What follows belongs to an exercise in optimizing a design on an open flow for small area, a short achievable clock period and few clock cycles; a production flow would make more cautious choices. RTL that was checked went through simulation tests only; none was proved equivalent to the original. Only the layout flow was run in runs 3 to 5; the RTL was not checked for function there. Power and IR drop assume default switching activity.

==> design/flow/config.mk <==
export PLATFORM = sky130hd
export DESIGN_NAME = current_level_classifier
export DESIGN_NICKNAME = current_level_classifier
export VERILOG_FILES = /design/flow/design.v
export SDC_FILE = /design/flow/constraint.sdc
export NUM_CORES = 4
export LEC_CHECK = 0
export CAP_MARGIN = 20
export CORE_MARGIN = 2
export CORE_UTILIZATION = 65
export CTS_BUF_LIST = sky130_fd_sc_hd__clkbuf_8
export PLACE_DENSITY = 0.75
export SETUP_SLACK_MARGIN = 2.4
export SLEW_MARGIN = 20
==> design/flow/constraint.sdc <==
create_clock -name core_clock -period 6.5 [get_ports {aclk}]
set_input_delay 1.3000 -clock core_clock [delete_from_list [all_inputs] [get_ports {aclk}]]
set_output_delay 1.3000 -clock core_clock [all_outputs]
set_load 0.01 [all_outputs]
==> design/flow/design.v <==
`timescale 1ns / 1ps
package clc_pkg;
    localparam int SAMPLE_W   = 16;
    localparam int CUR_W      = 16;
    localparam int STATUS_W   = 3;
    localparam int CFG_IDX_W  = 2;
    localparam int TDATA_IN_W = 16;
    localparam int TDATA_OUT_W = 8;
    localparam int MAX_SAMPLES_DEF = 1024;
    localparam int TOP_COUNT_DEF   = 3;
    localparam int QUEUE_DEPTH     = 2;
    localparam logic [CUR_W-1:0] RATED_RESET = 16'd1000;
    localparam logic [CUR_W-1:0] MINW_RESET  = 16'd200;
    localparam int OFF_LIMIT_MA = 100;
    localparam int OVER_NUM     = 5;
    localparam int OVER_DEN     = 4;
    localparam logic MODE_PEAK = 1'b0;
    localparam logic MODE_MEAN = 1'b1;
    typedef enum logic [STATUS_W-1:0] {
        ST_NORMAL  = 3'd0,
        ST_OVER    = 3'd1,
        ST_UNDER   = 3'd2,
        ST_OFF     = 3'd3,
        ST_INVALID = 3'd4
    } status_t;
    typedef enum logic [CFG_IDX_W-1:0] {
        CFG_RATED = 2'd0,
        CFG_MINW  = 2'd1,
        CFG_MODE  = 2'd2
    } cfg_index_t;
    function automatic integer cnt_width(input integer max_samples);
        cnt_width = $clog2(max_samples + 1);
    endfunction
    function automatic integer sum_width(input integer max_samples);
        sum_width = cnt_width(max_samples) + SAMPLE_W - 1;
    endfunction
    function automatic integer entry_width(input integer max_samples, input integer top_count);
        entry_width = sum_width(max_samples) + cnt_width(max_samples) + top_count * SAMPLE_W;
    endfunction
    function automatic logic [SAMPLE_W-1:0] mag16(input logic [SAMPLE_W-1:0] v);
        mag16 = v[SAMPLE_W-1] ? (~v + 1'b1) : v;
    endfunction
endpackage
`timescale 1ns / 1ps
module current_level_classifier #(
    parameter int MAX_SAMPLES = clc_pkg::MAX_SAMPLES_DEF,
    parameter int TOP_COUNT   = clc_pkg::TOP_COUNT_DEF
) (
    input  logic                              aclk,
    input  logic                              aresetn,
    input  logic                              s_tvalid,
    output logic                              s_tready,
    input  logic [clc_pkg::TDATA_IN_W-1:0]    s_tdata,    
    input  logic                              s_tuser,    
    input  logic                              s_tlast,
    output logic                              m_tvalid,
    input  logic                              m_tready,
    output logic [clc_pkg::TDATA_OUT_W-1:0]   m_tdata,    
    input  logic                              cfg_valid,
    output logic                              cfg_ready,
    input  logic [clc_pkg::CFG_IDX_W-1:0]     cfg_index,
    input  logic [clc_pkg::CUR_W-1:0]         cfg_data
);
    localparam bit IREG = 1'b1;
    logic [15:0] rated_reg, minw_reg;
    logic        mode_reg;
    assign cfg_ready = 1'b1;
    always_ff @(posedge aclk) begin
        if (!aresetn) begin
            rated_reg <= 16'd1000;
            minw_reg  <= 16'd200;
            mode_reg  <= 1'b0;
        end else if (cfg_valid) begin
            if (cfg_index == 2'd0) rated_reg <= cfg_data;
            if (cfg_index == 2'd1) minw_reg  <= cfg_data;
            if (cfg_index == 2'd2) mode_reg  <= cfg_data[0];
        end
    end
    wire peak = !mode_reg;
    logic        pend_reg;       
    logic        bv_reg;         
    logic        out_v_reg;
    logic [2:0]  out_st_reg;
    logic [9:0]  lf_reg;         
    logic        full_reg;       
    logic [53:0] acc_reg;
    wire out_acc = !out_v_reg || m_tready;
    wire c_free  = peak ? (!bv_reg || !out_v_reg) : (!pend_reg || !out_v_reg);
    wire pend_go = pend_reg && c_free;
    logic        b_v;            
    logic [15:0] b_d;            
    logic        b_u, b_l;
    generate
        if (IREG) begin : g_ireg
            logic        iv_reg, iu_reg, il_reg;
            logic [15:0] id_reg;
            assign s_tready = !iv_reg || c_free;
            always_ff @(posedge aclk) begin
                if (!aresetn) begin
                    iv_reg <= 1'b0;
                end else if (s_tready) begin
                    iv_reg <= s_tvalid;
                end
            end
            always_ff @(posedge aclk) begin
                if (s_tready) begin
                    id_reg <= {s_tdata[15], s_tdata[14:0] ^ {15{s_tdata[15]}}};
                    iu_reg <= s_tuser;
                    il_reg <= s_tlast;
                end
            end
            assign b_v = iv_reg && c_free;
            assign b_d = id_reg;
            assign b_u = iu_reg;
            assign b_l = il_reg;
        end else begin : g_noireg
            assign s_tready = c_free;
            assign b_v = s_tvalid && s_tready;
            assign b_d = {s_tdata[15], s_tdata[14:0] ^ {15{s_tdata[15]}}};
            assign b_u = s_tuser;
            assign b_l = s_tlast;
        end
    endgenerate
    wire        add = b_v && b_u && !(full_reg && !pend_reg);
    wire        [14:0] vu = b_d[14:0];
    wire               vs = b_d[15];
    wire [15:0] v_sm = {vs, vu};
    wire [15:0] t0 = acc_reg[15:0];
    wire [15:0] t1 = acc_reg[31:16];
    wire [15:0] t2 = acc_reg[47:32];
    wire t0_ge, t1_ge, t2_ge;
    clc_smge u_ge0 (.a(t0), .b(v_sm), .ge(t0_ge));
    clc_smge u_ge1 (.a(t1), .b(v_sm), .ge(t1_ge));
    clc_smge u_ge2 (.a(t2), .b(v_sm), .ge(t2_ge));
    logic f1_reg, f2_reg, f3_reg;
    wire cb_ge1 = !pend_reg && f1_reg;
    wire cb_ge2 = !pend_reg && f2_reg;
    wire cb_ge3 = !pend_reg && f3_reg;
    wire ge0 = cb_ge1 && t0_ge;
    wire ge1 = cb_ge2 && t1_ge;
    wire ge2 = cb_ge3 && t2_ge;
    wire hold2 = ge2 || !cb_ge2;
    wire [15:0] t0_ins = ge0 ? t0 : v_sm;
    wire [15:0] t1_ins = ge1 ? t1 : (ge0 ? v_sm : t0);
    wire [15:0] t2_ins = hold2 ? t2 : (ge1 ? v_sm : t1);
    wire [26:0] dr = acc_reg[26:0];
    wire [26:0] dm = acc_reg[53:27];
    wire        first = !cb_ge1;
    logic [5:0] cyr_reg, cym_reg;
    logic [26:0] dr_ins, dm_ins;
    logic [5:0]  cyr_ins, cym_ins;
    clc_csacc u_accr (.d(dr), .cy(cyr_reg), .first(first), .vu(vu), .vs(vs),
                      .cur(rated_reg), .d_new(dr_ins), .cy_new(cyr_ins));
    clc_csacc u_accm (.d(dm), .cy(cym_reg), .first(first), .vu(vu), .vs(vs),
                      .cur(minw_reg), .d_new(dm_ins), .cy_new(cym_ins));
    always_ff @(posedge aclk) begin
        if (add && !peak) begin
            cyr_reg <= cyr_ins;
            cym_reg <= cym_ins;
        end
    end
    wire dr_neg, dm_neg;
    clc_cssign u_sgnr (.d(dr), .cy(cyr_reg), .neg(dr_neg));
    clc_cssign u_sgnm (.d(dm), .cy(cym_reg), .neg(dm_neg));
    wire n_ge2 = f2_reg;
    wire n_ge3 = f3_reg;
    wire [1:0]  k_c = f3_reg ? 2'd3 : {f2_reg, f1_reg && !f2_reg};
    wire        s0 = t0[15];
    wire        s1 = t1[15] & n_ge2;
    wire        s2 = t2[15] & n_ge3;
    wire [17:0] x0 = {3'd0, t0[14:0]};
    wire [17:0] x1 = {3'd0, t1[14:0] & {15{n_ge2}}};
    wire [17:0] x2 = {3'd0, t2[14:0] & {15{n_ge3}}};
    wire [17:0] ts1 = x0 ^ x1 ^ x2;
    wire [17:0] tc1 = {(x0[16:0] & x1[16:0]) | (x0[16:0] & x2[16:0]) | (x1[16:0] & x2[16:0]), s0};
    wire [17:0] ts2 = ts1 ^ tc1 ^ {17'd0, s1};
    wire [17:0] tc2 = {(ts1[16:0] & tc1[16:0]) | (ts1[16:0] & {16'd0, s1}) | (tc1[16:0] & {16'd0, s1}), s2};
    wire [17:0] tsum = ts2 + tc2;
    wire sel_mn = !peak && add;
    wire sel_pk = peak && add;
    wire sel_t  = peak && pend_go;
    logic [53:0] acc_next;
    always_comb begin
        acc_next = acc_reg;
        if (sel_mn) begin
            acc_next[26:0]  = dr_ins;
            acc_next[53:27] = dm_ins;
        end
        if (sel_pk) begin
            acc_next[15:0]  = t0_ins;
            acc_next[31:16] = t1_ins;
            acc_next[47:32] = t2_ins;
        end
        if (sel_t) begin
            acc_next[49:32] = tsum;
            acc_next[51:50] = k_c;
        end
    end
    always_ff @(posedge aclk) begin
        acc_reg <= acc_next;
    end
    localparam logic [9:0] LF_SEED = 10'd1;
    wire [9:0] lf_step = {lf_reg[8:0], lf_reg[9] ^ lf_reg[6]};
    always_ff @(posedge aclk) begin
        if (add) begin
            lf_reg <= cb_ge1 ? lf_step : LF_SEED;
        end
    end
    always_ff @(posedge aclk) begin
        if (!aresetn) begin
            full_reg <= 1'b0;
            f1_reg   <= 1'b0;
            f2_reg   <= 1'b0;
            f3_reg   <= 1'b0;
            pend_reg <= 1'b0;
        end else if (!pend_reg || pend_go) begin
            full_reg <= add ? (cb_ge1 && lf_step == LF_SEED) : (!pend_reg && full_reg);
            f1_reg   <= cb_ge1 || add;
            f2_reg   <= cb_ge2 || (cb_ge1 && add);
            f3_reg   <= cb_ge3 || (cb_ge2 && add);
            pend_reg <= b_v && b_l;
        end
    end
    logic [2:0] st_mean;
    always_comb begin
        if (!f1_reg)            st_mean = 3'd4;
        else if (!dr_neg)       st_mean = 3'd1;
        else if (!dm_neg)       st_mean = 3'd0;
        else                    st_mean = 3'd2;
    end
    wire [17:0] tb_t = acc_reg[49:32];
    wire [1:0]  tb_k = acc_reg[51:50];
    logic [21:0] xa, xb, xc, xd, xs1, xc1, xs2, xc2;
    logic [19:0] ya, yb, yc, ys1, yc1;
    logic        kx, ky, x_neg, y_neg;
    always_comb begin
        xa  = {2'd0, tb_t, 2'b00};
        xb  = {4'd0, tb_t};
        xc  = ~(tb_k[0] ? {4'd0, rated_reg, 2'b00} : 22'd0);
        xd  = ~(tb_k[1] ? {3'd0, rated_reg, 3'b000} : 22'd0);
        xs1 = xa ^ xb ^ xc;
        xc1 = {(xa[20:0] & xb[20:0]) | (xa[20:0] & xc[20:0]) | (xb[20:0] & xc[20:0]), 1'b1};
        xs2 = xs1 ^ xc1 ^ xd;
        xc2 = {(xs1[20:0] & xc1[20:0]) | (xs1[20:0] & xd[20:0]) | (xc1[20:0] & xd[20:0]), 1'b0};
        kx  = 1'b1;
        for (int i = 0; i < 21; i++) kx = (xs2[i] & xc2[i]) | (kx & (xs2[i] | xc2[i]));
        x_neg = xs2[21] ^ xc2[21] ^ kx;
        ya  = {2'd0, tb_t};
        yb  = ~(tb_k[0] ? {4'd0, minw_reg} : 20'd0);
        yc  = ~(tb_k[1] ? {3'd0, minw_reg, 1'b0} : 20'd0);
        ys1 = ya ^ yb ^ yc;
        yc1 = {(ya[18:0] & yb[18:0]) | (ya[18:0] & yc[18:0]) | (yb[18:0] & yc[18:0]), 1'b1};
        ky  = 1'b1;
        for (int i = 0; i < 19; i++) ky = (ys1[i] & yc1[i]) | (ky & (ys1[i] | yc1[i]));
        y_neg = ys1[19] ^ yc1[19] ^ ky;
    end
    wire        is_off  = (tb_k == 2'd1) ? (tb_t <= 18'd100) :
                          (tb_k == 2'd2) ? (tb_t <= 18'd200) : (tb_t <= 18'd300);
    logic [2:0] st_peak;
    always_comb begin
        if (rated_reg == 16'd0 || tb_k == 2'd0)        st_peak = 3'd4;
        else if (!x_neg)                          st_peak = 3'd1;
        else if (is_off)                               st_peak = 3'd3;
        else if (y_neg)                          st_peak = 3'd2;
        else                                           st_peak = 3'd0;
    end
    always_ff @(posedge aclk) begin
        if (!aresetn) begin
            bv_reg <= 1'b0;
        end else if (peak && pend_go) begin
            bv_reg <= 1'b1;
        end else if (out_acc) begin
            bv_reg <= 1'b0;
        end
    end
    always_ff @(posedge aclk) begin
        if (!aresetn) begin
            out_v_reg <= 1'b0;
        end else if (out_acc) begin
            out_v_reg <= peak ? bv_reg : pend_go;
        end
    end
    always_ff @(posedge aclk) begin
        if (out_acc) begin
            out_st_reg <= peak ? st_peak : st_mean;
        end
    end
    assign m_tvalid = out_v_reg;
    assign m_tdata  = {5'd0, out_st_reg};
endmodule
module clc_csacc (
    input  logic [26:0] d,
    input  logic [5:0]  cy,
    input  logic        first,
    input  logic [14:0] vu,        
    input  logic        vs,
    input  logic [15:0] cur,
    output logic [26:0] d_new,
    output logic [5:0]  cy_new
);
    logic [26:0] a, b, s;
    logic [27:0] c;
    logic        k;
    always_comb begin
        a = first ? 27'd0 : d;
        b = {11'h7ff, ~cur};
        c[0] = vs;
        for (int i = 0; i < 27; i++) begin
            logic x;
            x = (i < 15) ? vu[i] : 1'b0;
            s[i]   = a[i] ^ b[i] ^ x;
            c[i+1] = (a[i] & b[i]) | (a[i] & x) | (b[i] & x);
        end
        k = 1'b1;
        for (int i = 0; i < 27; i++) begin
            if (i > 0 && i % 4 == 0) begin
                cy_new[i/4 - 1] = k;
                k = first ? 1'b0 : cy[i/4 - 1];
            end
            d_new[i] = s[i] ^ c[i] ^ k;
            k = (s[i] & c[i]) | (s[i] & k) | (c[i] & k);
        end
    end
endmodule
module clc_cssign (
    input  logic [26:0] d,
    input  logic [5:0]  cy,
    output logic        neg
);
    logic r, inc1, inc2;
    always_comb begin
        r = 1'b0;
        for (int j = 1; j < 6; j++) begin
            r = ((&d[4*j +: 4]) & (cy[j-1] | r))
              | ((d[4*j +: 4] == 4'd14) & cy[j-1] & r);
        end
        inc1 = cy[5] ^ r;     
        inc2 = cy[5] & r;     
        neg = d[26] ^ ((&d[25:24] & (inc1 | inc2)) | (d[25] & !d[24] & inc2));
    end
endmodule
module clc_smge (
    input  logic [15:0] a,
    input  logic [15:0] b,
    output logic        ge
);
    logic [15:0] g0, e0;
    logic [7:0]  g1, e1;
    logic [3:0]  g2, e2;
    logic [1:0]  g3, e3;
    logic        gt, eq;
    always_comb begin
        g0 = {1'b0, a[14:0] & ~b[14:0]};
        e0 = {1'b1, ~(a[14:0] ^ b[14:0])};
        for (int i = 0; i < 8; i++) begin
            g1[i] = g0[2*i+1] | (e0[2*i+1] & g0[2*i]);
            e1[i] = e0[2*i+1] & e0[2*i];
        end
        for (int i = 0; i < 4; i++) begin
            g2[i] = g1[2*i+1] | (e1[2*i+1] & g1[2*i]);
            e2[i] = e1[2*i+1] & e1[2*i];
        end
        for (int i = 0; i < 2; i++) begin
            g3[i] = g2[2*i+1] | (e2[2*i+1] & g2[2*i]);
            e3[i] = e2[2*i+1] & e2[2*i];
        end
        gt = g3[1] | (e3[1] & g3[0]);
        eq = e3[1] & e3[0];
        if (a[15] != b[15]) ge = !a[15];
        else if (a[15])     ge = !gt;
        else                ge = gt | eq;
    end
endmodule
==> design/flow/flow/run.sh <==
#!/bin/bash
set -o pipefail
export BUFFER_PORTS_ARGS="-buffer_cell sky130_fd_sc_hd__buf_1"
bash standard.sh > standard.log 2>&1
==> design/flow/standard.sh <==
#!/bin/bash
# synth_recipe.tcl (not shown) runs the flow's synth.tcl, then flattens the netlist and writes it again
# the make line also repeats each setting of config.mk as NAME=value (left out here)
make -C /OpenROAD-flow-scripts/flow DESIGN_CONFIG=/design/flow/config.mk WORK_HOME=/design/flow/orfs CLKGATE_MAP_FILE= SYNTH_SCRIPT=/design/flow/synth_recipe.tcl "${@:-finish}"
==> results of run 1 <==
## cells by family after synthesis
group | share of synthesized area [%]
AOI/OAI and AO/OA | 13.88
xor gates and xnor gates | 2.321
adders and majority gates | 31.28
buffers and inverters | 5.489
DFF | 29.10
muxes | 0.8873
other | 0.05852
and+or+nand+nor | 16.99
## metrics by stage
| step | utilization [%] | setup slack, ns | cell area (sq um) |
|---|---|---|---|
| 4_1_cts | 70.57 | 2.360 | 13690 |
| 3_5_place_dp | 68.28 | 2.111 | 13250 |
| 5_1_grt | 71.32 | 2.313 | 13830 |
| 3_3_place_gp | 68.28 | 2.180 | 13250 |
| 2_1_floorplan | - | 2.390 | 12850 |
| 6_report | 71.32 | 2.525 | 13830 |
## final cells by class
class | instances | area, sq um | share of cell area, %
multi-input combinational | 1000 | 8522 | 61.60
tap | 265 | 331.6 | 2.397
timing repair buffer | 76 | 414.1 | 2.994
clock inverter | 14 | 143.9 | 1.040
inverter | 117 | 439.2 | 3.174
sequential | 138 | 3736 | 27.01
clock buffer | 18 | 247.7 | 1.791
## repair_timing
item,4_1_cts,5_1_grt
pin swaps,0,8
cloned,1,0
buffers inserted,5,12
endpoints found under the setup margin,27,11
gates resized for setup,3,14
endpoints found under the hold margin,0,0
## critical path, cell delays in order (launching register included)
cell,delay [ns]
edfxtp_1,0.40
and2_4,0.18
fa_1,0.49
inv_1,0.05
fa_1,0.42
inv_1,0.06
ha_1,0.16
inv_1,0.06
fa_2,0.34
nor2b_1,0.12
o21a_1,0.16
o21ai_2,0.09
a21o_1,0.20
a211oi_4,0.33
o41ai_4,0.13
o21ai_2,0.18
buf_4,0.14
xnor2_1,0.10
o22ai_1,0.09
## path summary, 6_finish.rpt
check                               to  cells after the start  slack, ns                      start
max reg2reg      acc_reg[46]$_DFFE_PP_                     18       2.53      acc_reg[32]$_DFFE_PP_
min          minw_reg[11]$_SDFFE_PN0P_                      2       0.51  minw_reg[11]$_SDFFE_PN0P_
max              acc_reg[46]$_DFFE_PP_                     18       2.53      acc_reg[32]$_DFFE_PP_
min reg2reg  minw_reg[11]$_SDFFE_PN0P_                      2       0.51  minw_reg[11]$_SDFFE_PN0P_
## power groups by stage
stage	sequential, mW	combinational, mW	clock (mW)
global route	1.10	0.795	0.760
detailed placement	1.11	0.668	0
floorplan	1.07	0.494	0
global placement	1.11	0.638	0
finish	1.10	0.698	0.728
CTS	1.09	0.681	0.724
## metal layers
metal	vias to the layer above	share of wire [%]	GRT usage, %
li1	4575	-	-
met4	2	4.8	17.32
met1	5036	40	55.71
met5	-	0.029	0
met2	617	44	55.48
met3	117	12	9.702
## placed cells by master (no fill, tap or decap), drive strengths merged, types with 20 or more instances in the layout
master  instances
nand3          20
fa            144
nor2           57
a21oi          40
ha             84
xor2           25
buf            76
edfxtp         97
nor3           24
a21boi         27
o21ai          60
nand2         228
dfxtp          41
inv           127
and2           70
==> results.yml, run 1 <==
run_status:
  outcome: "finished clean"
clock_tree:
  path_clk_slew_ns: 0.10
  cts_tree: "built"
  cts_root_buf: "clkbuf_8"
  cts_buffer_depth: 2
  cts_sinks: 138
  insertion_delay_ns: 0.50
  ctsHoldBuffers: 0
  ctsHtreeMaxLevel: 4
  cts_buffers: 17
global_route:
  grt_usage_pct: 38.66
  grt_pass1_vias: 10043
  gr-total-overflow: 0
  antenna_found_initial: 1
  grt_pass1_wl_microns: 58770
  grt_max_degree: 88
power_and_ir_drop:
  p_comb_share_pct: 27.7
  ir_worst_vdd_uv: 168.7
  p_int_mw: 1.599
  pwr-share-clk_pct: 28.9
  seqPwrFrac_pct: 43.4
  p_switching_mw: 0.9225
  p_sw_share_pct: 36.58
  p_leak_nw: 5.671
  power_density_nw_per_um2: 182.3
  power_mw: 2.522
sta:
  fmax_mhz: 251.6
  max_slew_margin_pct: 26.67
  finalHoldWorstSlack_ns: 0.5080
  finalCritPeriodShare_pct: 61.15
  min_period_ns: 3.975
  fin_skew_ns: 0.02447
  grt_setup_unrepaired: "yes"
  slew_violations: 0
  setup_viol: 0
  timing.setup.tns_ns: 0
  hold_violations: 0
  tightest_slew_ns: 1.095
finish:
  layout-drive-gt1-share_pct: 8.364
  instances_no_fill: 1628
  fillers: 1536
  largest_reg_flops: 54
  antennaDiodeCount: 0
  final_nets: 1619
  area_growth_pct: 7.810
floorplan:
  dieWidth_microns: 144.5
  rows: 51
  boundaryPins: 52
  dieArea_sq_um: 20880
  die_h_microns: 144.5
  initial_core_util_pct: 66.15
  coreArea_sq_um: 19400
synthesis:
  yosysWarnings: 4
  synthArstFlopShare_pct: 0
  synth_area_per_cell_sq_um: 9.803
  synth_cell_type_count: 79
  syn_inst: 1309
  synth_top_area_share_pct: 22.70
  yosys-top-cells-count: "228 x nand2_1, 144 x fa_1, 117 x inv_1"
  seq_area_frac_synth_pct: 29.10
  synth_area_sq_um: 12830
  synth_area_leaders: "edfxtp_1 23%, fa_1 22%, ha_1 8.2%"
  netlist.top_cell.by_area: "edfxtp_1"
  synth_top_flop_cell: "edfxtp_1"
  ys_ff_latch: 138
  yosysMostFrequentCell: "nand2_1"
  synth_edf_count: 97
critical_path:
  worstPathMaxFanout: 3
  end_kind: "register"
  required_ns: 6.73
  critPathArrivalTime_ns: 4.20
  crit_type: "reg2reg"
  start_kind: "register"
routing:
  post-route-drc-count: 0
  drt-vias-per-instance: 6.356
  wl_per_cell_microns: 23.31
  drt_iter0_drc: 1069
  ant_nets: 0
  dr.pass1.iters: 5
  drt-total-wl_microns: 37950
  vias: 10347
place:
  dp_cells: 1578
  routabilityCongestion: 0.9980
  port_buffers: 45
  hpwl_microns: 28320
hold_path:
  min_path_type: "reg2reg"
flow_run:
  maxCapViolCount: 0
Testbench counts, summed over its fixed seeds: cycles 36,491.
==> inputs of run 2 (changes only) <==
--- a/design/flow/config.mk
+++ b/design/flow/config.mk
@@ -8,7 +8,6 @@
 export CAP_MARGIN = 20
 export CORE_MARGIN = 2
-export CORE_UTILIZATION = 65
+export CORE_UTILIZATION = 40
 export CTS_BUF_LIST = sky130_fd_sc_hd__clkbuf_8
-export PLACE_DENSITY = 0.75
 export SETUP_SLACK_MARGIN = 2.4
 export SLEW_MARGIN = 20
==> results.yml, run 2 <==
routing:
  drt-total-wl_microns: 39000
  drt-vias-per-instance: 5.647
  wl_per_cell_microns: 22.10
  dr.pass1.iters: 5
  ant_nets: 0
  post-route-drc-count: 0
  drt_iter0_drc: 848
  vias: 9967
critical_path:
  critPathArrivalTime_ns: 4.21
  ff2ff_path_depth: 16
  start_kind: "register"
  crit_type: "reg2reg"
  end_kind: "register"
  r2r-end: "acc_reg[48]$_DFFE_PP_"
  r2r_start: "acc_reg[0]$_DFFE_PP_"
  reg2reg_slack_ns: 2.55
  worstPathMaxFanout: 4
  required_ns: 6.75
finish:
  largest_reg_flops: 54
  area_growth_pct: 9.273
  final_nets: 1619
  fillers: 3081
  final_cell_area_sq_um: 14020
  layout_commonest_cell: "nand2_1"
  multi_input_area_sq_um: 8512
  layout-drive-gt1-share_pct: 8.291
  mostFrequentLayoutCells: "227 x nand2_1, 143 x fa_1, 117 x inv_1"
  seq_area_sq_um: 3744
  antennaDiodeCount: 0
synthesis:
  syn_inst: 1309
  synth_xor_area_share_pct: 2.321
  synth_top_area_share_pct: 22.70
  synth-simple-area-share_pct: 16.99
  ys_ff_latch: 138
  synth_edf_count: 97
  synth_cell_type_count: 79
  synth_area_per_cell_sq_um: 9.803
  synthArstFlopShare_pct: 0
  synth_top_family_by_area: "adder cells"
  synth_area_leaders: "edfxtp_1 23%, fa_1 22%, ha_1 8.2%"
  synth_fa_ha_area_share_pct: 31.28
  yosys-top-cells-count: "228 x nand2_1, 144 x fa_1, 117 x inv_1"
  netlist.top_cell.by_area: "edfxtp_1"
  synth_area_sq_um: 12830
  yosysWarnings: 4
  synth_top_flop_cell: "edfxtp_1"
  yosysMostFrequentCell: "nand2_1"
  synth_compound_area_share_pct: 13.88
  seq_area_frac_synth_pct: 29.10
  synthMuxAreaShare_pct: 0.8873
floorplan:
  boundaryPins: 52
  die_h_microns: 183.1
  initial_core_util_pct: 40.67
  coreArea_sq_um: 31560
  dieWidth_microns: 183.1
  rows: 65
  dieArea_sq_um: 33530
clock_tree:
  cts_tree: "built"
  ctsHtreeMaxLevel: 4
  path_clk_slew_ns: 0.10
  cts_sinks: 138
  cts_buffer_depth: 2
  cts_root_buf: "clkbuf_8"
  ctsHoldBuffers: 0
  cts_buffers: 17
  insertion_delay_ns: 0.50
sta:
  setup_viol: 0
  finalCritPeriodShare_pct: 60.80
  fmax_mhz: 253.1
  fin_skew_ns: 0.01839
  timing.setup.tns_ns: 0
  hold_violations: 0
  fin_ws_ns: 2.548
  min_period_ns: 3.952
  slew_violations: 0
  grt_setup_unrepaired: "yes"
  finalHoldWorstSlack_ns: 0.5114
  max_slew_margin_pct: 25.62
  tightest_slew_ns: 1.116
place:
  hpwl_microns: 28990
  pre_cts_ws_ns: 1.883
  routabilityCongestion: 0.9346
  port_buffers: 45
  placed_cell_area_sq_um: 13410
power_and_ir_drop:
  power_density_nw_per_um2: 182.3
  power_mw: 2.556
  p_leak_nw: 5.677
  ir_worst_vdd_uv: 111.7
flow_run:
  maxCapViolCount: 0
run_status:
  outcome: "finished clean"
global_route:
  grt_usage_pct: 24.18
  grt_pass1_wl_microns: 60120
  grt_pass1_vias: 9915
  grt_max_degree: 88
  antenna_found_initial: 0
  gr-total-overflow: 0
hold_path:
  hold_depth: 2
  holdPathEnd: "minw_reg[11]$_SDFFE_PN0P_"
  min_from: "minw_reg[11]$_SDFFE_PN0P_"
  min_path_type: "reg2reg"
## run 2: cell count changes in the layout (fill, tap and decap cells not counted), sizes merged
cell and delta:
buf -1, bufinv +2, clkinv +2, clkinvlp +1
inv -4
## run 2: routing by layer
layer | share of wire, % | global-route usage, % | wire, microns | vias up
li1 | - | - | - | 4582
met3 | 6.2 | 3.832 | 2402 | 75
met2 | 45 | 37.85 | 17640 | 368
met4 | 3.9 | 9.728 | 1516 | 0
met1 | 45 | 33.66 | 17450 | 4942
met5 | 0 | 0 | 0 | -
## run 2: layout make-up
class,count,area share [%]
clock buffer,17,1.669
sequential,138,26.70
multi-input combinational,1000,60.70
clock inverter,15,1.178
inverter,117,3.132
timing repair buffer,76,3.034
tap,402,3.587
## run 2: worst max path at each step
stage / from / endpoint
finish: acc_reg[0]$_DFFE_PP_ / acc_reg[48]$_DFFE_PP_
global route: f2_reg$_SDFFE_PN0P_ / acc_reg[48]$_DFFE_PP_
CTS: f2_reg$_SDFFE_PN0P_ / acc_reg[46]$_DFFE_PP_
detailed placement: f3_reg$_SDFFE_PN0P_ / acc_reg[46]$_DFFE_PP_
global placement: f3_reg$_SDFFE_PN0P_ / acc_reg[46]$_DFFE_PP_
floorplan: f2_reg$_SDFFE_PN0P_ / acc_reg[46]$_DFFE_PP_
## run 2: power breakdown
part / switching, mW / internal, mW / total, mW
clock: 0.431 / 0.349 / 0.780
sequential: 0.0834 / 1.01 / 1.10
combinational: 0.398 / 0.284 / 0.681
## run 2: kinds of logic (layout without fill, tap and decap cells)
kind of cell / Yosys count / after routing
DFF: 138 / 138
adders and majority gates: 236 / 236
and+or+nand+nor: 458 / 459
other: 2 / 6
muxes: 11 / 11
AOI/OAI and AO/OA: 254 / 254
xor gates and xnor gates: 34 / 34
buffers and inverters: 176 / 225
## run 2: per-stage QoR
step                      instances  utilization (%)
after floorplan                1313                -
after global placement         1716            42.50
after detailed placement       1716            42.50
after CTS                      1754            43.96
after global routing           1765            44.44
final                          1765            44.44
## run 2: critical path, stage by stage (launching register included)
cell,delay [ns]
edfxtp_1,0.52
fa_1,0.57
inv_1,0.05
fa_1,0.47
inv_1,0.04
ha_1,0.18
inv_1,0.07
fa_2,0.20
nor2b_1,0.05
o21a_1,0.19
o21ai_2,0.18
a21o_1,0.20
a211oi_4,0.09
o41ai_4,0.35
o21ai_2,0.12
a2111oi_2,0.36
nor2_1,0.08
## run 2: timing repair
item / CTS / global route
setup endpoints to repair: 16 / 10
setup buffers: 5 / 11
gates cloned: 1 / 0
resized for setup: 7 / 12
pin swaps: 1 / 7
==> inputs of run 3 (changes only) <==
--- a/design/flow/design.v
+++ b/design/flow/design.v
@@ -147,10 +147,12 @@
     wire [26:0] dm = acc_reg[53:27];
     wire        first = !cb_ge1;
-    logic [5:0] cyr_reg, cym_reg;
+    localparam int CW = 3;                     
+    localparam int NY = (27 + CW - 1) / CW - 1;
+    logic [NY-1:0] cyr_reg, cym_reg;
     logic [26:0] dr_ins, dm_ins;
-    logic [5:0]  cyr_ins, cym_ins;
-    clc_csacc u_accr (.d(dr), .cy(cyr_reg), .first(first), .vu(vu), .vs(vs),
+    logic [NY-1:0] cyr_ins, cym_ins;
+    clc_csacc #(.CW(CW)) u_accr (.d(dr), .cy(cyr_reg), .first(first), .vu(vu), .vs(vs),
                       .cur(rated_reg), .d_new(dr_ins), .cy_new(cyr_ins));
-    clc_csacc u_accm (.d(dm), .cy(cym_reg), .first(first), .vu(vu), .vs(vs),
+    clc_csacc #(.CW(CW)) u_accm (.d(dm), .cy(cym_reg), .first(first), .vu(vu), .vs(vs),
                       .cur(minw_reg), .d_new(dm_ins), .cy_new(cym_ins));
     always_ff @(posedge aclk) begin
@@ -161,6 +163,6 @@
     end
     wire dr_neg, dm_neg;
-    clc_cssign u_sgnr (.d(dr), .cy(cyr_reg), .neg(dr_neg));
-    clc_cssign u_sgnm (.d(dm), .cy(cym_reg), .neg(dm_neg));
+    clc_cssign #(.CW(CW)) u_sgnr (.d(dr), .cy(cyr_reg), .neg(dr_neg));
+    clc_cssign #(.CW(CW)) u_sgnm (.d(dm), .cy(cym_reg), .neg(dm_neg));
     wire n_ge2 = f2_reg;
     wire n_ge3 = f3_reg;
@@ -289,13 +291,16 @@
     assign m_tdata  = {5'd0, out_st_reg};
 endmodule
-module clc_csacc (
-    input  logic [26:0] d,
-    input  logic [5:0]  cy,
-    input  logic        first,
-    input  logic [14:0] vu,        
-    input  logic        vs,
-    input  logic [15:0] cur,
-    output logic [26:0] d_new,
-    output logic [5:0]  cy_new
+module clc_csacc #(
+    parameter int CW = 3,
+    parameter int NY = (27 + CW - 1) / CW - 1     
+) (
+    input  logic [26:0]   d,
+    input  logic [NY-1:0] cy,
+    input  logic          first,
+    input  logic [14:0]   vu,        
+    input  logic          vs,
+    input  logic [15:0]   cur,
+    output logic [26:0]   d_new,
+    output logic [NY-1:0] cy_new
 );
     logic [26:0] a, b, s;
@@ -314,7 +319,7 @@
         k = 1'b1;
         for (int i = 0; i < 27; i++) begin
-            if (i > 0 && i % 4 == 0) begin
-                cy_new[i/4 - 1] = k;
-                k = first ? 1'b0 : cy[i/4 - 1];
+            if (i > 0 && i % CW == 0) begin
+                cy_new[i/CW - 1] = k;
+                k = first ? 1'b0 : cy[i/CW - 1];
             end
             d_new[i] = s[i] ^ c[i] ^ k;
@@ -323,19 +328,25 @@
     end
 endmodule
-module clc_cssign (
-    input  logic [26:0] d,
-    input  logic [5:0]  cy,
-    output logic        neg
+module clc_cssign #(
+    parameter int CW = 3,
+    parameter int NY = (27 + CW - 1) / CW - 1,
+    parameter int TW = 27 - CW * NY               
+) (
+    input  logic [26:0]   d,
+    input  logic [NY-1:0] cy,
+    output logic          neg
 );
-    logic r, inc1, inc2;
+    logic          r;
+    logic [CW-1:0] x;
+    logic [TW:0]   top;
     always_comb begin
         r = 1'b0;
-        for (int j = 1; j < 6; j++) begin
-            r = ((&d[4*j +: 4]) & (cy[j-1] | r))
-              | ((d[4*j +: 4] == 4'd14) & cy[j-1] & r);
-        end
-        inc1 = cy[5] ^ r;     
-        inc2 = cy[5] & r;     
-        neg = d[26] ^ ((&d[25:24] & (inc1 | inc2)) | (d[25] & !d[24] & inc2));
+        for (int j = 1; j < NY; j++) begin
+            x = d[CW*j +: CW];
+            r = ((&x) & (cy[j-1] | r))
+              | ((x == {{(CW-1){1'b1}}, 1'b0}) & cy[j-1] & r);
+        end
+        top = {1'b0, d[26 -: TW]} + {{TW{1'b0}}, cy[NY-1]} + {{TW{1'b0}}, r};
+        neg = top[TW-1];
     end
 endmodule
==> results.yml, run 3 <==
run_status:
  outcome: "finished clean"
global_route:
  grt_usage_pct: 22.73
  grt_max_degree: 51
  antenna_found_initial: 0
  grt_pass1_vias: 9744
  grt_pass1_wl_microns: 57250
  gr-total-overflow: 0
floorplan:
  dieWidth_microns: 184.3
  rows: 66
  dieArea_sq_um: 33950
  initial_core_util_pct: 40.25
  die_h_microns: 184.3
  boundaryPins: 52
  coreArea_sq_um: 32290
finish:
  largest_reg_flops: 54
  mostFrequentLayoutCells: "222 x nand2_1, 143 x fa_1, 121 x inv_1"
  layout_commonest_cell: "nand2_1"
  instances_no_fill: 1801
  area_growth_pct: 9.367
  final_nets: 1618
  antennaDiodeCount: 0
  seq_area_sq_um: 3861
  fillers: 3187
  layout-drive-gt1-share_pct: 6.696
  multi_input_area_sq_um: 8572
hold_path:
  hold_depth: 2
  min_path_type: "reg2reg"
clock_tree:
  ctsHoldBuffers: 0
  cts_buffers: 17
  cts_sinks: 142
  insertion_delay_ns: 0.49
  cts_tree: "built"
  cts_buffer_depth: 2
  path_clk_slew_ns: 0.09
  ctsHtreeMaxLevel: 4
  cts_root_buf: "clkbuf_8"
sta:
  hold_violations: 0
  tightest_slew_ns: 1.053
  slew_violations: 0
  fmax_mhz: 250.6
  timing.setup.tns_ns: 0
  fin_skew_ns: 0.02412
  min_period_ns: 3.990
  max_slew_margin_pct: 29.80
  grt_setup_unrepaired: "yes"
  finalHoldWorstSlack_ns: 0.4992
  finalCritPeriodShare_pct: 61.39
  setup_viol: 0
critical_path:
  end_kind: "register"
  required_ns: 6.73
  ff2ff_path_depth: 17
  critPathArrivalTime_ns: 4.22
  worstPathMaxFanout: 5
  crit_type: "reg2reg"
  start_kind: "register"
synthesis:
  synthArstFlopShare_pct: 0
  synth_cell_type_count: 75
  syn_inst: 1302
  synth_top_area_share_pct: 23.33
  ys_ff_latch: 142
  synth_area_sq_um: 13000
  synth_area_per_cell_sq_um: 9.983
  netlist.top_cell.by_area: "edfxtp_1"
  yosysWarnings: 4
  synth_top_flop_cell: "edfxtp_1"
  seq_area_frac_synth_pct: 29.65
  yosysMostFrequentCell: "nand2_1"
  synth_edf_count: 101
  yosys-top-cells-count: "223 x nand2_1, 144 x fa_1, 120 x inv_1"
  synth_area_leaders: "edfxtp_1 23%, fa_1 22%, ha_1 8.4%"
routing:
  dr.pass1.iters: 11
  vias: 9825
  post-route-drc-count: 0
  drt_iter0_drc: 835
  wl_per_cell_microns: 20.64
  drt-total-wl_microns: 37180
  ant_nets: 0
  drt-vias-per-instance: 5.455
power_and_ir_drop:
  ir_worst_vdd_uv: 112.0
  power_density_nw_per_um2: 177.2
  p_leak_nw: 5.708
flow_run:
  maxCapViolCount: 0
place:
  dp_cells: 1753
  hpwl_microns: 28500
  port_buffers: 45
  routabilityCongestion: 0.9259
-- run 3: changes by cell type after synthesis, sizes merged, moves of 6 or more --
cell | previous run | this run
mux2i | 8 | 37
nor2 | 57 | 34
and2 | 70 | 83
a211oi | 15 | 4
a221oi | 10 | 0
a22oi | 5 | 13
o21ai | 60 | 52
o22ai | 16 | 8
nor3 | 24 | 17
a21oi | 40 | 34
buf | 16 | 10
-- run 3: report_power, final --
group	switching [mW]	internal, mW	total (mW)
registers	0.0808	1.04	1.12
logic	0.396	0.291	0.687
clock network	0.399	0.313	0.712
-- run 3: layer usage --
metal / global-route usage [%] / vias to the layer above / wire [microns]
li1: - / 4543 / -
met1: 29.67 / 4869 / 15660
met2: 36.65 / 331 / 17610
met3: 3.557 / 82 / 2040
met4: 11.74 / 0 / 1861
met5: 0 / - / 0
-- run 3: what timing repair did --
action / in CTS / in global routing
endpoints found under the setup margin: 4 / 9
resized for setup: 7 / 17
buffers inserted: 1 / 15
pin swaps: 2 / 10
-- run 3: area by class of cell --
cell class | count | share of cell area, %
Clock buffer | 18 | 1.743
Clock inverter | 14 | 0.8538
Inverter | 121 | 3.195
Multi-Input combinational cell | 990 | 60.30
Sequential cell | 142 | 27.16
Tap cell | 442 | 3.890
Timing Repair Buffer | 74 | 2.852
-- run 3: worst paths after layout --
path | start | to | slack [ns]
hold reg to reg | bv_reg$_SDFFE_PN0P_ | bv_reg$_SDFFE_PN0P_ | 0.50
setup / recovery | acc_reg[16]$_DFFE_PP_ | acc_reg[48]$_DFFE_PP_ | 2.51
hold / removal | bv_reg$_SDFFE_PN0P_ | bv_reg$_SDFFE_PN0P_ | 0.50
setup reg to reg | acc_reg[16]$_DFFE_PP_ | acc_reg[48]$_DFFE_PP_ | 2.51
-- run 3: kinds of logic after synthesis --
logic type / count (synthesis) / share of synthesized area, %
AND/OR/NAND/NOR: 437 / 15.96
adder cells (fa/ha/maj): 236 / 30.94
AO/OA/AOI/OAI: 235 / 12.52
buffers and inverters: 174 / 5.304
flip-flops: 142 / 29.65
multiplexers: 40 / 3.138
XOR/XNOR: 36 / 2.426
other: 2 / 0.05778
-- run 3: worst max-delay path, stage by stage, from the launching register on --
cell	delay (ns)
edfxtp_1	0.45
and2_4	0.17
fa_1	0.47
inv_1	0.05
fa_1	0.47
inv_1	0.04
ha_2	0.17
inv_2	0.05
fa_2	0.20
nor2b_1	0.05
o21ai_1	0.12
nand2b_1	0.12
a2111oi_4	0.47
o31ai_4	0.13
a31oi_4	0.24
o21ai_2	0.09
a2111oi_2	0.35
nor3_1	0.10
-- run 3: through the flow --
step           power, mW  instance area [sq um]  worst slack (ns)  util [%]
2_1_floorplan      1.589                  13010             2.423         -
3_3_place_gp       1.789                  13610             2.111     42.14
6_report           2.520                  14210             2.510     44.02
5_1_grt            2.662                  14210             2.329     44.02
3_5_place_dp       1.810                  13620             2.101     42.19
4_1_cts            2.517                  14020             2.396     43.44
==> inputs of run 4 (changes only) <==
--- a/design/flow/design.v
+++ b/design/flow/design.v
@@ -236,4 +236,6 @@
     logic [19:0] ya, yb, yc, ys1, yc1;
     logic        kx, ky, x_neg, y_neg;
+    clc_cout #(.N(21)) u_cx (.a(xs2[20:0]), .b(xc2[20:0]), .cin(1'b1), .cout(kx));
+    clc_cout #(.N(19)) u_cy (.a(ys1[18:0]), .b(yc1[18:0]), .cin(1'b1), .cout(ky));
     always_comb begin
         xa  = {2'd0, tb_t, 2'b00};
@@ -245,6 +247,4 @@
         xs2 = xs1 ^ xc1 ^ xd;
         xc2 = {(xs1[20:0] & xc1[20:0]) | (xs1[20:0] & xd[20:0]) | (xc1[20:0] & xd[20:0]), 1'b0};
-        kx  = 1'b1;
-        for (int i = 0; i < 21; i++) kx = (xs2[i] & xc2[i]) | (kx & (xs2[i] | xc2[i]));
         x_neg = xs2[21] ^ xc2[21] ^ kx;
         ya  = {2'd0, tb_t};
@@ -253,6 +253,4 @@
         ys1 = ya ^ yb ^ yc;
         yc1 = {(ya[18:0] & yb[18:0]) | (ya[18:0] & yc[18:0]) | (yb[18:0] & yc[18:0]), 1'b1};
-        ky  = 1'b1;
-        for (int i = 0; i < 19; i++) ky = (ys1[i] & yc1[i]) | (ky & (ys1[i] | yc1[i]));
         y_neg = ys1[19] ^ yc1[19] ^ ky;
     end
@@ -383,2 +381,27 @@
     end
 endmodule
+module clc_cout #(
+    parameter int N = 16
+) (
+    input  logic [N-1:0] a,
+    input  logic [N-1:0] b,
+    input  logic         cin,
+    output logic         cout
+);
+    localparam int M = 1 << $clog2(N);
+    logic [M-1:0] g, p;
+    always_comb begin
+        for (int i = 0; i < M; i++) begin
+            g[i] = (i < N) ? (a[i] & b[i]) : 1'b0;
+            p[i] = (i < N) ? (a[i] | b[i]) : 1'b1;
+        end
+        g[0] = g[0] | (p[0] & cin);
+        for (int w = 1; w < M; w = w * 2) begin
+            for (int i = 0; i + w < M; i = i + 2 * w) begin
+                g[i] = g[i+w] | (p[i+w] & g[i]);
+                p[i] = p[i+w] & p[i];
+            end
+        end
+        cout = g[0];
+    end
+endmodule
==> results.yml, run 4 <==
run_status:
  outcome: "finished clean"
routing:
  vias: 10383
  post-route-drc-count: 0
  drt-total-wl_microns: 39190
  drt_iter0_drc: 924
  drt-vias-per-instance: 5.585
  dr.pass1.iters: 5
  ant_nets: 0
  wl_per_cell_microns: 21.08
floorplan:
  dieWidth_microns: 186.4
  boundaryPins: 52
  rows: 66
  coreArea_sq_um: 32620
  dieArea_sq_um: 34760
  initial_core_util_pct: 40.82
  die_h_microns: 186.4
clock_tree:
  ctsHoldBuffers: 0
  cts_root_buf: "clkbuf_8"
  insertion_delay_ns: 0.50
  ctsHtreeMaxLevel: 4
  cts_sinks: 142
  path_clk_slew_ns: 0.10
  cts_buffer_depth: 2
  cts_tree: "built"
  cts_buffers: 17
critical_path:
  crit_type: "reg2reg"
  crit_chain: "and2_1, fa_1, inv_1, fa_1, inv_1, ha_1, inv_1, fa_1, nor2b_1, o2111ai_1, nand3_2, a31oi_4, o21ai_2, a2111oi_2, nor3_1"
  ff2ff_path_depth: 15
  required_ns: 6.76
  end_kind: "register"
  critPathArrivalTime_ns: 4.25
  start_kind: "register"
  critPathSlowestCell: "fa_1"
  crit_path_max_incr_delay_ns: 0.55
  worstPathMaxFanout: 5
sta:
  setup_viol: 0
  tightest_slew_ns: 1.056
  hold_violations: 0
  timing.setup.tns_ns: 0
  slew_violations: 0
  min_period_ns: 3.986
  fmax_mhz: 250.9
  max_slew_margin_pct: 29.33
  finalCritPeriodShare_pct: 61.33
  grt_setup_unrepaired: "yes"
  fin_skew_ns: 0.02934
synthesis:
  synth_top_flop_cell: "edfxtp_1"
  synth_area_sq_um: 13310
  seq_area_frac_synth_pct: 28.94
  syn_inst: 1369
  synthArstFlopShare_pct: 0
  synth_edf_count: 101
  netlist.top_cell.by_area: "edfxtp_1"
  yosysWarnings: 6
  synth-simple-area-share_pct: 17.29
  synth_area_per_cell_sq_um: 9.725
  yosys-top-cells-count: "216 x nand2_1, 144 x fa_1, 134 x inv_1"
  synth_cell_type_count: 76
  synth_fa_ha_area_share_pct: 30.53
  synth_compound_area_share_pct: 13.87
  synth_area_leaders: "edfxtp_1 23%, fa_1 22%, ha_1 8.2%"
  synth_xor_area_share_pct: 2.302
  yosysMostFrequentCell: "nand2_1"
  synth_top_family_by_area: "adder cells"
  synth_top_area_share_pct: 22.78
  ys_ff_latch: 142
  synthMuxAreaShare_pct: 1.137
flow_run:
  maxCapViolCount: 0
finish:
  instances_no_fill: 1859
  final_util_pct: 44.43
  largest_reg_flops: 54
  area_growth_pct: 8.852
  layout_commonest_cell: "nand2_1"
  mostFrequentLayoutCells: "215 x nand2_1, 144 x fa_1, 136 x inv_1"
  antennaDiodeCount: 0
  layout-drive-gt1-share_pct: 5.716
  final_nets: 1676
global_route:
  busiest_layer: "met2"
  use_met2_pct: 38.02
  grt_usage_pct: 22.94
  grt_pass1_wl_microns: 60640
  met1_usage_pct: 30.91
  grt_max_degree: 57
  use_met3_pct: 3.611
  gr-total-overflow: 0
  grt_pass1_vias: 10247
  antenna_found_initial: 0
place:
  port_buffers: 45
  routabilityCongestion: 0.9027
  hpwl_microns: 30300
  dp_cells: 1816
power_and_ir_drop:
  p_leak_nw: 5.902
  power_mw: 2.639
  power_density_nw_per_um2: 182.1
  ir_worst_vdd_uv: 98.07
hold_path:
  hold_depth: 2
  min_path_type: "reg2reg"
[run 4: cell count changes after synthesis, moves of 10 or more]
cell / previous run / this run
inv_1: 120 / 134
buf_2: 1 / 12
mux2i_1: 37 / 14
a21oi_1: 34 / 48
a22oi_1: 13 / 24
nor2b_1: 14 / 24
[run 4: kinds of logic (layout without fill, tap and decap cells)]
family	Yosys count	in the layout
fa+ha+maj	240	240
simple gates	470	471
other cells	2	6
compound gates	272	272
mux	15	15
flops	142	142
buf+inv	193	236
xor+xnor	35	35
[run 4: metrics by stage]
| step | setup slack [ns] | cell area, sq um | hold slack [ns] |
|---|---|---|---|
| 3_3_place_gp | 2.341 | 13910 | 0.4821 |
| 6_report | 2.514 | 14490 | 0.5051 |
| 5_1_grt | 2.311 | 14490 | 0.5302 |
| 3_5_place_dp | 2.224 | 13910 | 0.4878 |
| 4_1_cts | 2.399 | 14360 | 0.4992 |
| 2_1_floorplan | 2.738 | 13330 | 0.4568 |
[run 4: worst max-delay path: cells and delay by family, from the launching register on]
family | cells | cell delay, ns
DFF | 1 | 0.49
buffers and inverters | 3 | 0.19
AOI/OAI and AO/OA | 4 | 1.01
adders and majority gates | 4 | 1.49
and+or+nand+nor | 4 | 0.58
[run 4: worst paths after layout]
check | slack, ns | to | startpoint
worst min-delay path | 0.51 | minw_reg[8]$_SDFFE_PN0P_ | minw_reg[8]$_SDFFE_PN0P_
worst min register to register | 0.51 | minw_reg[8]$_SDFFE_PN0P_ | minw_reg[8]$_SDFFE_PN0P_
worst max register to register | 2.51 | acc_reg[48]$_DFFE_PP_ | acc_reg[16]$_DFFE_PP_
worst max-delay path | 2.51 | acc_reg[48]$_DFFE_PP_ | acc_reg[16]$_DFFE_PP_
[run 4: final cells by class]
| type | instances | area, sq um |
|---|---|---|
| fill | 3164 | 18130 |
| tap | 442 | 553.0 |
| inverter | 135 | 506.7 |
| sequential | 142 | 3855 |
| multi-input combinational | 1039 | 8770 |
| clock inverter | 15 | 197.7 |
| timing repair buffer | 69 | 376.6 |
| clock buffer | 17 | 234.0 |
[run 4: routing by layer]
layer / part of all wire (%) / wire length [microns]
met1: 44 / 17300
met2: 48 / 18780
met5: 0 / 0
met3: 5.0 / 1974
met4: 2.9 / 1145
[run 4: repair_timing]
item                                    in CTS  in global routing
hold endpoints to repair                     0                  0
buffers inserted                             0                  8
endpoints found under the setup margin       9                 10
pin swaps                                    0                  0
gates cloned                                 1                  0
resized for setup                            2                  7
[run 4: power by group]
part | internal (mW) | switching (mW)
Clock | 0.417 | 0.400
Combinational | 0.294 | 0.408
Sequential | 1.04 | 0.0797
Total | 1.75 | 0.887
==> inputs of run 5 (changes only) <==
--- a/design/flow/design.v
+++ b/design/flow/design.v
@@ -62,17 +62,18 @@
     input  logic [clc_pkg::CUR_W-1:0]         cfg_data
 );
-    localparam bit IREG = 1'b1;
-    logic [15:0] rated_reg, minw_reg;
+    logic [15:0] rated_n_reg, minw_n_reg;
     logic        mode_reg;
+    wire  [15:0] rated_reg = ~rated_n_reg;
+    wire  [15:0] minw_reg  = ~minw_n_reg;
     assign cfg_ready = 1'b1;
     always_ff @(posedge aclk) begin
         if (!aresetn) begin
-            rated_reg <= 16'd1000;
-            minw_reg  <= 16'd200;
-            mode_reg  <= 1'b0;
+            rated_n_reg <= ~16'd1000;
+            minw_n_reg  <= ~16'd200;
+            mode_reg    <= 1'b0;
         end else if (cfg_valid) begin
-            if (cfg_index == 2'd0) rated_reg <= cfg_data;
-            if (cfg_index == 2'd1) minw_reg  <= cfg_data;
-            if (cfg_index == 2'd2) mode_reg  <= cfg_data[0];
+            if (cfg_index == 2'd0) rated_n_reg <= ~cfg_data;
+            if (cfg_index == 2'd1) minw_n_reg  <= ~cfg_data;
+            if (cfg_index == 2'd2) mode_reg    <= cfg_data[0];
         end
     end
@@ -88,38 +89,24 @@
     wire c_free  = peak ? (!bv_reg || !out_v_reg) : (!pend_reg || !out_v_reg);
     wire pend_go = pend_reg && c_free;
-    logic        b_v;            
-    logic [15:0] b_d;            
-    logic        b_u, b_l;
-    generate
-        if (IREG) begin : g_ireg
-            logic        iv_reg, iu_reg, il_reg;
-            logic [15:0] id_reg;
-            assign s_tready = !iv_reg || c_free;
-            always_ff @(posedge aclk) begin
-                if (!aresetn) begin
-                    iv_reg <= 1'b0;
-                end else if (s_tready) begin
-                    iv_reg <= s_tvalid;
-                end
-            end
-            always_ff @(posedge aclk) begin
-                if (s_tready) begin
-                    id_reg <= {s_tdata[15], s_tdata[14:0] ^ {15{s_tdata[15]}}};
-                    iu_reg <= s_tuser;
-                    il_reg <= s_tlast;
-                end
-            end
-            assign b_v = iv_reg && c_free;
-            assign b_d = id_reg;
-            assign b_u = iu_reg;
-            assign b_l = il_reg;
-        end else begin : g_noireg
-            assign s_tready = c_free;
-            assign b_v = s_tvalid && s_tready;
-            assign b_d = {s_tdata[15], s_tdata[14:0] ^ {15{s_tdata[15]}}};
-            assign b_u = s_tuser;
-            assign b_l = s_tlast;
+    logic        iv_reg, iu_reg, il_reg;
+    logic [15:0] id_reg;             
+    logic        pend_next, bv_next, out_v_next;
+    assign s_tready = peak ? (!bv_next || !out_v_next) : (!pend_next || !out_v_next);
+    always_ff @(posedge aclk) begin
+        if (!aresetn) begin
+            iv_reg <= 1'b0;
+        end else begin
+            iv_reg <= s_tvalid && s_tready;
         end
-    endgenerate
+    end
+    always_ff @(posedge aclk) begin
+        id_reg <= {s_tdata[15], s_tdata[14:0] ^ {15{s_tdata[15]}}};
+        iu_reg <= s_tuser;
+        il_reg <= s_tlast;
+    end
+    wire        b_v = iv_reg;        
+    wire [15:0] b_d = id_reg;
+    wire        b_u = iu_reg;
+    wire        b_l = il_reg;
     wire        add = b_v && b_u && !(full_reg && !pend_reg);
     wire        [14:0] vu = b_d[14:0];
@@ -215,5 +202,4 @@
             f2_reg   <= 1'b0;
             f3_reg   <= 1'b0;
-            pend_reg <= 1'b0;
         end else if (!pend_reg || pend_go) begin
             full_reg <= add ? (cb_ge1 && lf_step == LF_SEED) : (!pend_reg && full_reg);
@@ -221,5 +207,12 @@
             f2_reg   <= cb_ge2 || (cb_ge1 && add);
             f3_reg   <= cb_ge3 || (cb_ge2 && add);
-            pend_reg <= b_v && b_l;
+        end
+    end
+    assign pend_next = (!pend_reg || pend_go) ? (b_v && b_l) : pend_reg;
+    always_ff @(posedge aclk) begin
+        if (!aresetn) begin
+            pend_reg <= 1'b0;
+        end else begin
+            pend_reg <= pend_next;
         end
     end
@@ -265,18 +258,13 @@
         else                                           st_peak = 3'd0;
     end
+    assign bv_next    = (peak && pend_go) ? 1'b1 : (out_acc ? 1'b0 : bv_reg);
+    assign out_v_next = out_acc ? (peak ? bv_reg : pend_go) : out_v_reg;
     always_ff @(posedge aclk) begin
         if (!aresetn) begin
-            bv_reg <= 1'b0;
-        end else if (peak && pend_go) begin
-            bv_reg <= 1'b1;
-        end else if (out_acc) begin
-            bv_reg <= 1'b0;
-        end
-    end
-    always_ff @(posedge aclk) begin
-        if (!aresetn) begin
+            bv_reg    <= 1'b0;
             out_v_reg <= 1'b0;
-        end else if (out_acc) begin
-            out_v_reg <= peak ? bv_reg : pend_go;
+        end else begin
+            bv_reg    <= bv_next;
+            out_v_reg <= out_v_next;
         end
     end
==> results.yml, run 5 <==
clock_tree:
  cts_root_buf: "clkbuf_8"
  cts_tree: "built"
  path_clk_slew_ns: 0.11
  ctsHoldBuffers: 0
  ctsHtreeMaxLevel: 4
  insertion_delay_ns: 0.48
  cts_sinks: 142
  cts_buffers: 17
  cts_buffer_depth: 2
synthesis:
  synth_area_sq_um: 13040
  synth_area_leaders: "fa_1 22%, edfxtp_1 19%, dfxtp_1 9.1%"
  synthArstFlopShare_pct: 0
  synth_area_per_cell_sq_um: 9.747
  ys_ff_latch: 142
  synth_top_flop_cell: "edfxtp_1"
  yosysWarnings: 6
  yosysMostFrequentCell: "fa_1"
  synth_top_area_share_pct: 22.10
  synth_edf_count: 83
  syn_inst: 1338
  synth_cell_type_count: 71
  seq_area_frac_synth_pct: 28.17
  yosys-top-cells-count: "144 x fa_1, 125 x inv_1, 121 x nand2_1"
  netlist.top_cell.by_area: "fa_1"
power_and_ir_drop:
  p_switching_mw: 0.9455
  seqPwrFrac_pct: 43.3
  p_sw_share_pct: 36.33
  p_leak_nw: 6.005
  ir_worst_vdd_uv: 154.5
  pwr-share-clk_pct: 28.8
  p_comb_share_pct: 28.0
  p_int_mw: 1.657
  power_density_nw_per_um2: 184.6
run_status:
  outcome: "finished clean"
critical_path:
  crit_chain: "and2_4, fa_1, inv_1, fa_1, inv_1, ha_1, inv_1, fa_1, nor2b_2, o21a_1, o21ai_1, o211ai_1, o41ai_2, o21ai_1, mux2i_1, a211o_1"
  required_ns: 6.75
  end_kind: "register"
  critPathArrivalTime_ns: 4.19
  crit_type: "reg2reg"
  critPathSlowestCell: "fa_1"
  crit_path_max_incr_delay_ns: 0.53
  worstPathMaxFanout: 4
  start_kind: "register"
global_route:
  grt_usage_pct: 25.49
  antenna_found_initial: 1
  gr-total-overflow: 0
  grt_pass1_wl_microns: 63190
  grt_max_degree: 90
  grt_pass1_vias: 10437
floorplan:
  dieWidth_microns: 184.6
  initial_core_util_pct: 40.39
  boundaryPins: 52
  dieArea_sq_um: 34060
  coreArea_sq_um: 32290
  rows: 66
  die_h_microns: 184.6
routing:
  drt-total-wl_microns: 41840
  m1WireLength_microns: 17610
  drt-vias-per-instance: 5.709
  dr.pass1.iters: 5
  vias: 10368
  wl_per_cell_microns: 23.04
  routed.top_layer: "met4"
  met2WireLength_microns: 17890
  wl_met3_microns: 4203
  drt_iter0_drc: 999
  ant_nets: 0
  post-route-drc-count: 0
finish:
  layout-drive-gt1-share_pct: 5.677
  largest_reg_flops: 54
  final_util_pct: 43.66
  mostFrequentLayoutCells: "144 x fa_1, 125 x inv_1, 121 x nand2_1"
  final_nets: 1633
  layout_commonest_cell: "fa_1"
  antennaDiodeCount: 0
  area_growth_pct: 8.088
sta:
  fin_skew_ns: 0.02038
  hold_violations: 0
  min_period_ns: 3.941
  max_slew_margin_pct: 29.53
  timing.setup.tns_ns: 0
  grt_setup_unrepaired: "no"
  setup_viol: 0
  tightest_slew_ns: 1.052
  fmax_mhz: 253.7
  fin_ws_ns: 2.559
  finalCritPeriodShare_pct: 60.64
  slew_violations: 0
place:
  hpwl_microns: 32010
  pre_cts_ws_ns: 2.061
  port_buffers: 45
  routabilityCongestion: 0.9492
flow_run:
  maxCapViolCount: 0
hold_path:
  min_path_type: "reg2reg"
==> run 5: changes by cell type in the layout (fill, tap and decap cells not counted), moves of 10 or more <==
cell       before  now
edfxtp_1      101   83
o21ai_1        13   24
o211ai_1       21   34
nor3_1         12   27
dfxtp_1        40   57
a22oi_1        24    5
nand2b_1       13   40
nand2_1       215  121
inv_1         136  125
nor2_1         41   76
a2111oi_0      10    0
a21boi_0       19    0
a221oi_1        0   13
a21o_1         12   22
==> run 5: worst paths after layout <==
| check | startpoint | end | slack (ns) | depth (start not counted) |
|---|---|---|---|---|
| setup / recovery | acc_reg[16]$_DFFE_PP_ | acc_reg[46]$_DFFE_PP_ | 2.56 | 16 |
| hold / removal | bv_reg$_SDFF_PN0_ | bv_reg$_SDFF_PN0_ | 0.48 | 2 |
| setup reg to reg | acc_reg[16]$_DFFE_PP_ | acc_reg[46]$_DFFE_PP_ | 2.56 | 16 |
| hold reg to reg | bv_reg$_SDFF_PN0_ | bv_reg$_SDFF_PN0_ | 0.48 | 2 |
==> run 5: power groups by stage <==
stage	Clock [mW]	Sequential, mW	Combinational (mW)
CTS	0.757	1.12	0.723
floorplan	0	1.09	0.520
global placement	0	1.14	0.697
detailed placement	0	1.14	0.717
finish	0.749	1.13	0.728
global route	0.791	1.13	0.831
==> run 5: critical path, delay by kind of cell (launching register included) <==
family,cells,cell delay [ns]
compound gates,6,1.08
fa+ha+maj,4,1.55
buf+inv,3,0.19
flops,1,0.46
mux,1,0.12
simple gates,2,0.34
==> run 5: kinds of logic after synthesis <==
| group | Yosys count | synth area share (%) |
|---|---|---|
| AO/OA/AOI/OAI | 261 | 13.39 |
| XOR/XNOR | 30 | 2.015 |
| adder cells (fa/ha/maj) | 243 | 31.39 |
| buffers and inverters | 188 | 5.660 |
| flip-flops | 142 | 28.17 |
| multiplexers | 23 | 1.765 |
| other | 2 | 0.05759 |
| AND/OR/NAND/NOR | 449 | 17.55 |
==> run 5: final cells by class <==
type                       instances  area, sq um
timing repair buffer              60        292.8
multi-input combinational       1014         8710
sequential                       142         3679
fill                            3133        18190
tap                              442        553.0
clock buffer                      18        247.7
clock inverter                    14        141.4
inverter                         126        473.0
==> run 5: timing repair <==
| action | CTS | global route |
|---|---|---|
| cloned | 1 | 1 |
| gates resized for setup | 3 | 10 |
| setup buffers | 2 | 1 |
| pin swaps | 1 | 4 |
| endpoints found under the setup margin | 9 | 27 |
==> run 5: routing by layer <==
metal	vias up	track usage (%)
met4	0	12.80
met1	5069	34.79
met5	-	0
met2	547	37.76
li1	4653	-
met3	99	6.106
==> run 5: stage by stage <==
| stage | instances | hold slack [ns] | power [mW] | instance area, sq um |
|---|---|---|---|---|
| floorplan | 1342 | 0.4326 | 1.606 | 13060 |
| detailed placement | 1778 | 0.4667 | 1.860 | 13610 |
| finish | 1816 | 0.4844 | 2.603 | 14100 |
| CTS | 1813 | 0.4822 | 2.603 | 14040 |
| global route | 1816 | 0.5156 | 2.753 | 14100 |
| global placement | 1778 | 0.4617 | 1.840 | 13610 |

-- static timing again, ports no longer ideal --
How much do the figures lean on ideal ports? The routed layouts below were timed once more, with nothing changed but the port constraints. Step 1, drivers: a clkbuf_16 drives aclk and a buf_2 each remaining input, both assumed. Step 2 adds t to the input delays and takes it off the output delays; t is the mean of the earliest and latest rising clock arrival at the registers after step 1. Input paths then give back, and output paths get back, about the clock's delay inside the block. Three values: no drivers, after step 1, after step 2; two values: the first two.
| run | shift t [ns] | setup slack, ns | hold WS [ns] | worst data-port slew with drivers (ns) | pins driven straight from the clock port |
|---|---|---|---|---|---|
| run 1 | 0.534 | 2.525 / 2.525 / 2.525 | 0.508 / 0.508 / 0.508 | 0.06 | 1 |
| run 2 | 0.534 | 2.548 / 2.548 / 2.548 | 0.511 / 0.511 / 0.511 | 0.07 | 1 |
| run 3 | 0.522 | 2.510 / 2.510 / 2.510 | 0.499 / 0.499 / 0.499 | 0.04 | 1 |
| run 4 | 0.532 | 2.514 / 2.514 / 2.514 | 0.505 / 0.505 / 0.505 | 0.06 | 1 |
| run 5 | 0.518 | 2.559 / 2.559 / 2.559 | 0.484 / 0.484 / 0.484 | 0.05 | 1 |
After both steps setup and hold are still met in every run listed.
